What follows belongs to an exercise in optimizing a design on an open flow for small area, a short achievable clock period and few clock cycles per item; a production flow would make more cautious choices.
The RTL was checked by simulation tests, not by an equivalence proof against the original design.
Power figures rest on the tool's default switching activity, not on a simulated workload.

==> flow/design.v (excerpt) <==
module hlsm_dp_param (
  input  logic        Clk,
  input  logic        Rst,
  input  logic        Start,
  input  logic [31:0] a,
  input  logic [31:0] b,
  input  logic [31:0] c,
  output logic        Busy,
  output logic        Done,
  output logic [31:0] z,
  output logic [31:0] x,
  output logic        Ovf
);
==> flow/config.mk <==
export PLATFORM = sky130hd
export DESIGN_NAME = hlsm_dp_param
export DESIGN_NICKNAME = hlsm_dp_param
export VERILOG_FILES = /design/flow/design.v
export SDC_FILE = /design/flow/constraint.sdc
export NUM_CORES = 4
export LEC_CHECK = 0
export CAP_MARGIN = 20
export CORE_MARGIN = 2
export CORE_UTILIZATION = 40
export SLEW_MARGIN = 20
export SYNTH_HIERARCHICAL = 1
export SYNTH_MINIMUM_KEEP_SIZE = 0
==> flow/constraint.sdc <==
create_clock -name core_clock -period 12.5 [get_ports {Clk}]
set_input_delay 2.5000 -clock core_clock [delete_from_list [all_inputs] [get_ports {Clk}]]
set_output_delay 2.5000 -clock core_clock [all_outputs]
set_load 0.01 [all_outputs]
standard.sh (not shown) runs the stock make flow with config.mk's settings and CLKGATE_MAP_FILE= SYNTH_SCRIPT=/design/flow/synth_recipe.tcl, a recipe that flattens the netlist after the stock synthesis.
==> flow/flow/run.sh <==
#!/bin/bash
set -euo pipefail
bash standard.sh SETUP_SLACK_MARGIN=${MARGIN:-7.5} \
  "BUFFER_PORTS_ARGS=-buffer_cell sky130_fd_sc_hd__buf_2" finish > flow_make.log 2>&1
Testbench counts at the start, summed over its fixed seeds: cycles 4,800, items 2,400.
Then changed:
==> flow/flow/run.sh (replaced) <==
#!/bin/bash
# Own layout flow: the standard flow (standard.sh) in three parts.
#  1. standard synthesis, unchanged;
#  2. flow/downsize.tcl: every combinational cell that synthesis mapped to a
#     drive strength above 1 is set to strength 1 (same function and pins); the
#     resizer later upsizes what timing needs;
#  3. the rest of the standard flow, with a tighter internal repair target for
#     setup (SETUP_SLACK_MARGIN; the SDC is unchanged) and buf_2 port buffers.
# Each tool's output goes to a log file of its own here (and ORFS's per-step
# logs under orfs/logs).
set -euo pipefail
MARGIN=${MARGIN:-7.5}
bash standard.sh synth > make_synth.log 2>&1
openroad -no_init -exit flow/downsize.tcl > downsize.log 2>&1
bash standard.sh SETUP_SLACK_MARGIN=$MARGIN \
  "BUFFER_PORTS_ARGS=-buffer_cell sky130_fd_sc_hd__buf_2" finish > make_finish.log 2>&1
==> flow/flow/downsize.tcl (new file) <==
# Set combinational cells of drive strength > 1 to strength 1 in 1_synth.odb.
set odb_file orfs/results/sky130hd/hlsm_dp_param/base/1_synth.odb
read_db $odb_file
set db [ord::get_db]
set n 0
foreach inst [[ord::get_db_block] getInsts] {
  set m [$inst getMaster]
  set name [$m getName]
  if {[regexp {^(sky130_fd_sc_hd__)(\w+)_([0-9]+)$} $name -> pre base size]} {
    if {$size <= 1} continue
    if {[regexp {^(df|edf|sdf|dl|clk|buf|inv|conb|tap|fill|decap)} $base]} continue
    set small [$db findMaster ${pre}${base}_1]
    if {$small eq "NULL" || $small eq ""} continue
    # same pin names required
    set p1 [lsort [lmap t [$m getMTerms] {$t getName}]]
    set p2 [lsort [lmap t [$small getMTerms] {$t getName}]]
    if {$p1 ne $p2} continue
    $inst swapMaster $small
    incr n
  }
}
puts "downsized $n cells"
write_db $odb_file
The new run finished clean.
Register-to-register slack got worse by 0.05 ns.
Die area drops by 5.9%.
Core utilization climbs by 0.39 points.
Sequential power barely changes.

* * *

== run 1 ==
Another version of the RTL of hlsm_dp_param (not shown whole).
For scale: about 2000 cells after synthesis, roughly 170 I/O pins.
## hlsm_dp_param
module hlsm_dp_param (
  input  logic        Clk,
  input  logic        Rst,
  input  logic        Start,
  input  logic [31:0] a,
  input  logic [31:0] b,
  input  logic [31:0] c,
  output logic        Busy,
  output logic        Done,
  output logic [31:0] z,
  output logic [31:0] x,
  output logic        Ovf
);
Settings: LEC_CHECK=0, CAP_MARGIN=20, CORE_MARGIN=2, CORE_UTILIZATION=55, CTS_BUF_LIST=sky130_fd_sc_hd__clkbuf_8 sky130_fd_sc_hd__clkbuf_16, CTS_CLUSTER_DIAMETER=80, CTS_CLUSTER_SIZE=40, SLEW_MARGIN=20, SYNTH_HIERARCHICAL=1, SYNTH_MINIMUM_KEEP_SIZE=0; clock period 12.5 ns.
==> flow/flow/run.sh <==
#!/bin/bash
# Own layout flow: the standard flow (standard.sh) in three parts.
#  1. standard synthesis, unchanged;
#  2. flow/downsize.tcl: every combinational cell that synthesis mapped to a
#     drive strength above 1 is set to strength 1 (same function and pins); the
#     resizer later upsizes what timing needs;
#  3. the rest of the standard flow, with a tighter internal repair target for
#     setup (SETUP_SLACK_MARGIN; the SDC is unchanged) and buf_2 port buffers.
# Each tool's output goes to a log file of its own here (and ORFS's per-step
# logs under orfs/logs).
set -euo pipefail
MARGIN=${MARGIN:-7.75}
bash standard.sh synth > make_synth.log 2>&1
openroad -no_init -exit flow/downsize.tcl > downsize.log 2>&1
bash standard.sh SETUP_SLACK_MARGIN=$MARGIN \
  "BUFFER_PORTS_ARGS=-buffer_cell sky130_fd_sc_hd__buf_2" finish > make_finish.log 2>&1
==> flow/flow/downsize.tcl <==
# Set combinational cells of drive strength > 1 to strength 1 in 1_synth.odb.
set odb_file orfs/results/sky130hd/hlsm_dp_param/base/1_synth.odb
read_db $odb_file
set db [ord::get_db]
set n 0
foreach inst [[ord::get_db_block] getInsts] {
  set m [$inst getMaster]
  set name [$m getName]
  if {[regexp {^(sky130_fd_sc_hd__)(\w+)_([0-9]+)$} $name -> pre base size]} {
    if {$size <= 1} continue
    if {[regexp {^(df|edf|sdf|dl|clk|buf|inv|conb|tap|fill|decap)} $base]} continue
    set small [$db findMaster ${pre}${base}_1]
    if {$small eq "NULL" || $small eq ""} continue
    # same pin names required
    set p1 [lsort [lmap t [$m getMTerms] {$t getName}]]
    set p2 [lsort [lmap t [$small getMTerms] {$t getName}]]
    if {$p1 ne $p2} continue
    $inst swapMaster $small
    incr n
  }
}
puts "downsized $n cells"
write_db $odb_file
Testbench counts of run 1, summed over its fixed seeds: cycles 4,800, items 2,400.
## Diff of input files: run 2 against run 1
Settings: a change of CTS_BUF_LIST from sky130_fd_sc_hd__clkbuf_8 sky130_fd_sc_hd__clkbuf_16 to sky130_fd_sc_hd__clkbuf_4 sky130_fd_sc_hd__clkbuf_8; a deleted CTS_CLUSTER_DIAMETER that had been 80; an added PLACE_DENSITY of 0.75; a deleted CTS_CLUSTER_SIZE that had been 40.
-- flow/flow/run.sh --
<<< run 1, line 12
MARGIN=${MARGIN:-7.75}
>>> run 2, line 12
MARGIN=${MARGIN:-7.5}
Findings:
Run 2: flow completed, timing, DRC and antenna clean
Comparing run 1 against run 2, there is no change at all in final hold violation count.
Run 2 ended with less fmax than run 1.
Global-route wire length before repair, run 2 and run 1: smaller value in run 2
From run 1 to run 2 the numbers moved as follows: number of diodes added for antenna fixing lower, period utilization climbed 0.71 points.
When run 2 is measured against run 1, its total detailed-routing wirelength turns out 5.5% lower.
Re worst slack at placement: run 2 and run 1 aren't equal, and the higher value belongs to run 1.
Inputs modified between run 2 and run 3:
Settings: swapping 55 for 70 in CORE_UTILIZATION; clearing PLACE_DENSITY, which used to be 0.75.
## What came out
Run 2 -> run 3: number of sinks handled by clock tree synthesis delta 0, exact match. Side by side, ratio of cells with drive above 1 in the final layout turned out lower in run 3 than in run 2. Changes observed in run 3 relative to run 2: global-route wire length before repair now smaller; power drawn by the clock network now smaller; total power now larger; wire length now smaller. Relative to run 2, pre-CTS setup slack has increased by 0.057 ns in run 3. Fill cell instance count of the final layout ends up higher on run 2.
Input changes introduced in run 4 (baseline for comparison: run 3):
Settings: swapping 70 for 55 in CORE_UTILIZATION.
Results
- Run 4 finished end to end and its layout was clean on timing, DRC and antenna.
- Relative to run 3, the latest clock arrival within the worst-skew pair of run 4 is higher by 0.07 ns.
- Measured against each other, run 4 and run 3 differ in final critical-path share of the clock period, the lower figure coming from run 3.
- Count of clock-net buffers in the final layout: run 4 lower than run 3
- Run 4 against run 3: via count of the first global-routing pass dropped 3.1%, relative contribution of combinational cells to total power fell by 1.1 points.
- Taking run 3 as 1.0, run 4 lands at 1.14 on number of core rows.
- Smallest setup slack after layout: lower on run 4
- Layout overhead on the synthesized area for run 4: 0.18 points up relative to run 3
- Diff run 4 and run 3: total routed wirelength lower in run 3
- Against run 3 as the reference, run 4 delivers a lower power drawn by the clock network.
[inputs] run 5 vs run 4
Settings: changing CORE_UTILIZATION from 55 to 70; setting CTS_CLUSTER_DIAMETER to 60 for the first time; setting CTS_CLUSTER_SIZE to 30 for the first time; changing CTS_BUF_LIST from sky130_fd_sc_hd__clkbuf_4 sky130_fd_sc_hd__clkbuf_8 to sky130_fd_sc_hd__clkbuf_8 sky130_fd_sc_hd__clkbuf_16.
Results
- Total power (run 5 vs. run 4) increases by a few percent
- Run 5 vs run 4, slew at the pin closest to its max-slew limit went up by 0.040 ns.
- Initial antenna violation count, run 5 and run 4: larger value in run 5
- | fraction of final layout cells sized beyond drive strength 1 | higher: run 4 |
- Run 5 vs run 4, non-clock buffer count went up by 10.

==> port drivers added, routing unchanged <==
The results above use ideal ports. As a check the final layouts listed here were re-extracted and re-timed, cells and wires unchanged.
Step 1 sets driving cells, clkbuf_16 on the clock port and buf_2 on the other inputs (assumed; they add their load-dependent delay and slew).
Step 2 times the ports against the registers' clock, not the clock port: input delays grow and output delays shrink by t, the midpoint of the rising clock arrivals with the driver on.
a / b / c = no drivers / after step 1 / after step 2; a / b = the first two.
run | shift t [ns] | slack for setup (ns) | latest minus earliest clock arrival (ns) | slew at the worst register clock pin (ns)
the first run of note 1 | 0.644 | 6.927 / 6.927 / 6.864 | 0.015 / 0.014 | 0.07 / 0.07
the second run of note 1 | 0.644 | 6.879 / 6.879 / 6.861 | 0.012 / 0.012 | 0.07 / 0.07
run 1 | 0.607 | 7.547 / 7.488 / 7.178 | 0.044 / 0.044 | 0.10 / 0.10
run 2 | 0.665 | 7.458 / 7.406 / 7.082 | 0.055 / 0.055 | 0.08 / 0.08
run 3 | 0.621 | 7.511 / 7.462 / 7.171 | 0.036 / 0.035 | 0.07 / 0.07
run 4 | 0.676 | 7.485 / 7.428 / 7.085 | 0.074 / 0.074 | 0.07 / 0.07
run 5 | 0.595 | 7.538 / 7.482 / 7.152 | 0.024 / 0.024 | 0.08 / 0.08
After both steps every run listed still meets setup and hold. The setup slack of run 4, which loses most, moves by -0.057 ns with the drivers and by -0.400 ns with both steps.
